Background: an optimization exercise with open tools, aiming at small area. Do not read the settings as production practice. The RTL was checked by simulation tests, not by an equivalence proof against the original design. Power figures rest on the tool's default switching activity, not on a simulated workload.

## bp_top
module bp_top (
	input logic clk,
	input logic rst_n,
	input bp_pkg::alu_op_t i_alu_op,
	input bp_pkg::pc_t i_pc,
	input bp_pkg::pc_t i_imm,
	input logic i_resolve,
	input logic i_taken,
	output logic o_pred_taken,
	output bp_pkg::pc_t o_next_pc
);
	logic [15:0] hist_q;
	logic [1:0] base_q [64];
	logic [31:0] t1_v_q;
	logic [3:0] t1_tag_q [32];
	logic [2:0] t1_ctr_q [32];
	logic [31:0] t2_v_q;
	logic [3:0] t2_tag_q [32];
	logic [2:0] t2_ctr_q [32];
	logic rec_v_q;
	logic [5:0] rec_base_idx_q;
	logic [4:0] rec_t1_idx_q;
	logic [3:0] rec_t1_tag_q;
	logic [4:0] rec_t2_idx_q;
	logic [3:0] rec_t2_tag_q;
	logic rec_p1_q;    
	logic rec_p2_q;    
	logic [2:0] rec_ctr_q;
	logic [4:0] f1_idx, f2_idx;
	logic [3:0] f1_tag, f2_tag;
	bp_fold u_fold (
		.i_hist(hist_q),
		.o_f1_idx(f1_idx),
		.o_f1_tag(f1_tag),
		.o_f2_idx(f2_idx),
		.o_f2_tag(f2_tag)
	);
	logic [5:0] base_idx;
	logic [4:0] t1_idx, t2_idx;
	logic [3:0] t1_tag, t2_tag;
	assign base_idx = i_pc[7:2];
	assign t1_idx = i_pc[6:2] ^ f1_idx;
	assign t2_idx = i_pc[6:2] ^ f2_idx;
	assign t1_tag = i_pc[10:7] ^ f1_tag;
	assign t2_tag = i_pc[10:7] ^ f2_tag;
	logic [1:0] base_rd;
	logic [2:0] t1_ctr, t2_ctr;
	logic t1_hit, t2_hit;
	logic [31:0] t1_sel, t2_sel;
	logic [255:0] t1_flat, t2_flat;
	logic [7:0] t1_ent, t2_ent;
	always_comb begin
		for (int i = 0; i < 32; i++) begin
			t1_flat[i*8 +: 8] = {t1_v_q[i], t1_tag_q[i], t1_ctr_q[i]};
			t2_flat[i*8 +: 8] = {t2_v_q[i], t2_tag_q[i], t2_ctr_q[i]};
		end
	end
	bp_dec5 u_t1_dec (.i_a(i_pc[6:2]), .i_b(f1_idx), .o_y(t1_sel));
	bp_dec5 u_t2_dec (.i_a(i_pc[6:2]), .i_b(f2_idx), .o_y(t2_sel));
	logic [7:0] t1_ent_n, t2_ent_n;
	bp_aor32n u_t1_rd (.i_sel(t1_sel), .i_d(t1_flat), .o_yn(t1_ent_n));
  ...
Size: about 2200 cells after synthesis, roughly 690 flip-flops, ~110 I/O pins, about 29000 um2 of cells after synthesis.
export LEC_CHECK = 0
export CAP_MARGIN = 5
export CORE_MARGIN = 2
export CORE_UTILIZATION = 65
export CTS_BUF_LIST = sky130_fd_sc_hd__clkbuf_16
export CTS_CLUSTER_DIAMETER = 80
export CTS_CLUSTER_SIZE = 30
export GPL_TIMING_DRIVEN = 0
export SETUP_SLACK_MARGIN = 0.05
export SLEW_MARGIN = 5
export SYNTH_HIERARCHICAL = 1
create_clock -name core_clock -period 7.0 [get_ports {clk}]
standard.sh (not shown) runs the stock make flow with config.mk's settings and CLKGATE_MAP_FILE= SYNTH_SCRIPT=/design/flow/synth_recipe.tcl, a recipe that flattens the netlist after the stock synthesis.
==> flow/flow/run.sh <==
#!/bin/bash
# The standard ORFS layout (standard.sh), with these changes:
#  - yosys/abc buffers are removed at floorplan; repair_design re-buffers what needs it
#  - every port still gets a buffer, of the smallest buffer cell
#  - CTS uses fixed sink clusters and adds no dummy loads
#  - after global routing, gates with slack are downsized (RECOVER_POWER), then
#    flow/post_grt.tcl repairs slew, load and setup timing again
# Each tool's full output stays in orfs/logs/; make's own output goes to standard.log.
set -euo pipefail
export REMOVE_ABC_BUFFERS=1
export RECOVER_POWER=100
export POST_GLOBAL_ROUTE_TCL="$PWD/flow/post_grt.tcl"
export BUFFER_PORTS_ARGS="-buffer_cell sky130_fd_sc_hd__buf_1"
export CTS_ARGS="-sink_clustering_enable -repair_clock_nets -sink_clustering_size 30 -sink_clustering_max_diameter 80 -buf_list sky130_fd_sc_hd__clkbuf_16 -dont_use_dummy_load"
bash standard.sh > standard.log 2>&1
==> flow/flow/post_grt.tcl <==
# After power recovery has downsized gates with slack, fix any slew or load
# that the downsizing pushed over the limits, then setup timing again.
global_route -start_incremental
repair_design -slew_margin 5 -cap_margin 5 -match_cell_footprint -verbose
detailed_placement
global_route -end_incremental
estimate_parasitics -global_routing
global_route -start_incremental
repair_timing -setup -setup_margin 0.05 -match_cell_footprint -verbose
detailed_placement
global_route -end_incremental
estimate_parasitics -global_routing
Edit:
--- a/flow/design.v
+++ b/flow/design.v
@@ -72,60 +72,71 @@
 	input logic [15:0] i_hist,
 	output logic [4:0] o_f1_idx,
 	output logic [3:0] o_f1_tag,
 	output logic [4:0] o_f2_idx,
 	output logic [3:0] o_f2_tag
 );
 	assign o_f1_idx = bp_pkg::fold_hist(32'(i_hist[7:0]), 8, 5);
 	assign o_f1_tag = bp_pkg::fold_hist(32'(i_hist[7:0]), 8, 4);
 	assign o_f2_idx = bp_pkg::fold_hist(32'(i_hist), 16, 5);
 	assign o_f2_tag = bp_pkg::fold_hist(32'(i_hist), 16, 4);
 endmodule
 `timescale 1ns/1ps
-module bp_dec5p (
-	input logic [4:0] i_a,
-	output logic [31:0] o_y
+module bp_dec6 (
+	input logic [5:0] i_a,
+	output logic [63:0] o_y
 );
 	always_comb begin
-		for (int i = 0; i < 32; i++)
-			o_y[i] = (i_a == 5'(i));
+		for (int i = 0; i < 64; i++)
+			o_y[i] = (i_a == 6'(i));
 	end
 endmodule
-module bp_aor32x4 (
-	input logic [31:0] i_sel,
+module bp_aor64 (
+	input logic [63:0] i_sel,
 	input logic [127:0] i_d,
-	output logic [3:0] o_y
+	output logic [1:0] o_y
 );
-	logic [3:0] part [4];
-	for (genvar k = 0; k < 4; k++) begin : g_part
-		bp_aor8w4 u_part (.i_sel(i_sel[8*k +: 8]), .i_d(i_d[32*k +: 32]), .o_y(part[k]));
+	logic [1:0] part [8];
+	for (genvar k = 0; k < 8; k++) begin : g_part
+		bp_aor8w2 u_part (.i_sel(i_sel[8*k +: 8]), .i_d(i_d[16*k +: 16]), .o_y(part[k]));
 	end
-	for (genvar b = 0; b < 4; b++) begin : g_bit
+	for (genvar b = 0; b < 2; b++) begin : g_bit
 		logic [1:0] l3;
-		bp_nor2 u_nor0 (.i_a(part[0][b]), .i_b(part[1][b]), .o_y(l3[0]));
-		bp_nor2 u_nor1 (.i_a(part[2][b]), .i_b(part[3][b]), .o_y(l3[1]));
+		bp_nor4 u_nor0 (.i_a(part[0][b]), .i_b(part[1][b]), .i_c(part[2][b]), .i_d(part[3][b]),
+			.o_y(l3[0]));
+		bp_nor4 u_nor1 (.i_a(part[4][b]), .i_b(part[5][b]), .i_c(part[6][b]), .i_d(part[7][b]),
+			.o_y(l3[1]));
 		bp_nand2 u_out (.i_a(l3[0]), .i_b(l3[1]), .o_y(o_y[b]));
 	end
 endmodule
-module bp_aor8w4 (
+module bp_aor8w2 (
 	input logic [7:0] i_sel,
-	input logic [31:0] i_d,
-	output logic [3:0] o_y
+	input logic [15:0] i_d,
+	output logic [1:0] o_y
 );
 	always_comb begin
 		o_y = '0;
 		for (int i = 0; i < 8; i++)
-			o_y = o_y | ({4{i_sel[i]}} & i_d[i*4 +: 4]);
+			o_y = o_y | ({2{i_sel[i]}} & i_d[i*2 +: 2]);
 	end
 endmodule
+module bp_nor4 (
+	input logic i_a,
+	input logic i_b,
+	input logic i_c,
+	input logic i_d,
+	output logic o_y
+);
+	assign o_y = ~(i_a | i_b | i_c | i_d);
+endmodule
 `timescale 1ns/1ps
 module bp_dec5 (
 	input logic [4:0] i_a,
 	input logic [4:0] i_b,
 	output logic [31:0] o_y
 );
 	logic [4:0] idx;
 	assign idx = i_a ^ i_b;
 	always_comb begin
 		for (int i = 0; i < 32; i++)
 			o_y[i] = (idx == 5'(i));
 	end
@@ -274,34 +285,32 @@
 		for (int i = 0; i < 32; i++) begin
 			t1_flat[i*8 +: 8] = {t1_v_q[i], t1_tag_q[i], t1_ctr_q[i]};
 			t2_flat[i*8 +: 8] = {t2_v_q[i], t2_tag_q[i], t2_ctr_q[i]};
 		end
 	end
 	bp_dec5 u_t1_dec (.i_a(i_pc[6:2]), .i_b(f1_idx), .o_y(t1_sel));
 	bp_dec5 u_t2_dec (.i_a(i_pc[6:2]), .i_b(f2_idx), .o_y(t2_sel));
 	logic [7:0] t1_ent_n, t2_ent_n;
 	bp_aor32n u_t1_rd (.i_sel(t1_sel), .i_d(t1_flat), .o_yn(t1_ent_n));
 	bp_aor32n u_t2_rd (.i_sel(t2_sel), .i_d(t2_flat), .o_yn(t2_ent_n));
 	assign t1_ent = ~t1_ent_n;
 	assign t2_ent = ~t2_ent_n;
-	logic [31:0] base_sel;
+	logic [63:0] base_sel;
 	logic [127:0] base_flat;
-	logic [3:0] base_row;
 	always_comb begin
 		for (int i = 0; i < 64; i++)
 			base_flat[i*2 +: 2] = base_q[i];
 	end
-	bp_dec5p u_base_dec (.i_a(base_idx[5:1]), .o_y(base_sel));
-	bp_aor32x4 u_base_rd (.i_sel(base_sel), .i_d(base_flat), .o_y(base_row));
-	assign base_rd = base_idx[0] ? base_row[3:2] : base_row[1:0];
+	bp_dec6 u_base_dec (.i_a(base_idx), .o_y(base_sel));
+	bp_aor64 u_base_rd (.i_sel(base_sel), .i_d(base_flat), .o_y(base_rd));
 	assign t1_ctr = t1_ent[2:0];
 	assign t2_ctr = t2_ent[2:0];
 	assign t1_hit = t1_ent[7] && (t1_ent[6:3] == t1_tag);
 	assign t2_hit = t2_ent[7] && (t2_ent[6:3] == t2_tag);
 	logic is_branch;
 	logic prov_dir;
 	logic [2:0] prov_ctr;
 	assign is_branch = (i_alu_op == bp_pkg::OP_BEQ) || (i_alu_op == bp_pkg::OP_BLT) ||
 		(i_alu_op == bp_pkg::OP_BGE);
 	always_comb begin
 		if (t2_hit)
 			prov_ctr = t2_ctr;
Result: Synthesized cell count grows slightly; clock power shrinks by a little under a tenth; power shrinks slightly; global-route usage shrinks by 1.9 points; wire length shrinks by a few percent.

## what the ideal ports hide
In the flow no input, the clock included, has a driving cell. The finished layouts below were timed again as built, in two steps.
Step 1: set_driving_cell puts a clkbuf_16 on clk and a buf_2 on each other input, an assumption about the parent block.
Step 2 times the ports against the registers' clock, not the clock port: input delays grow and output delays shrink by t, the midpoint of the rising clock arrivals with the driver on.
Slacks: ideal / step 1 / step 2; pairs: ideal / step 1.
| run | t (ns) | slack for setup (ns) | worst hold slack (ns) | clock arrival spread, ns |
|---|---|---|---|---|
| the first run | 0.615 | 0.198 / 0.172 / 0.172 | 0.472 / 0.472 / 0.472 | 0.066 / 0.066 |
| the second run | 0.648 | 0.096 / 0.072 / 0.072 | 0.473 / 0.473 / 0.473 | 0.055 / 0.056 |
After both steps setup and hold are still met in every run listed. The setup slack of the first run, which loses most, moves by -0.026 ns with the drivers and by -0.026 ns with both steps.
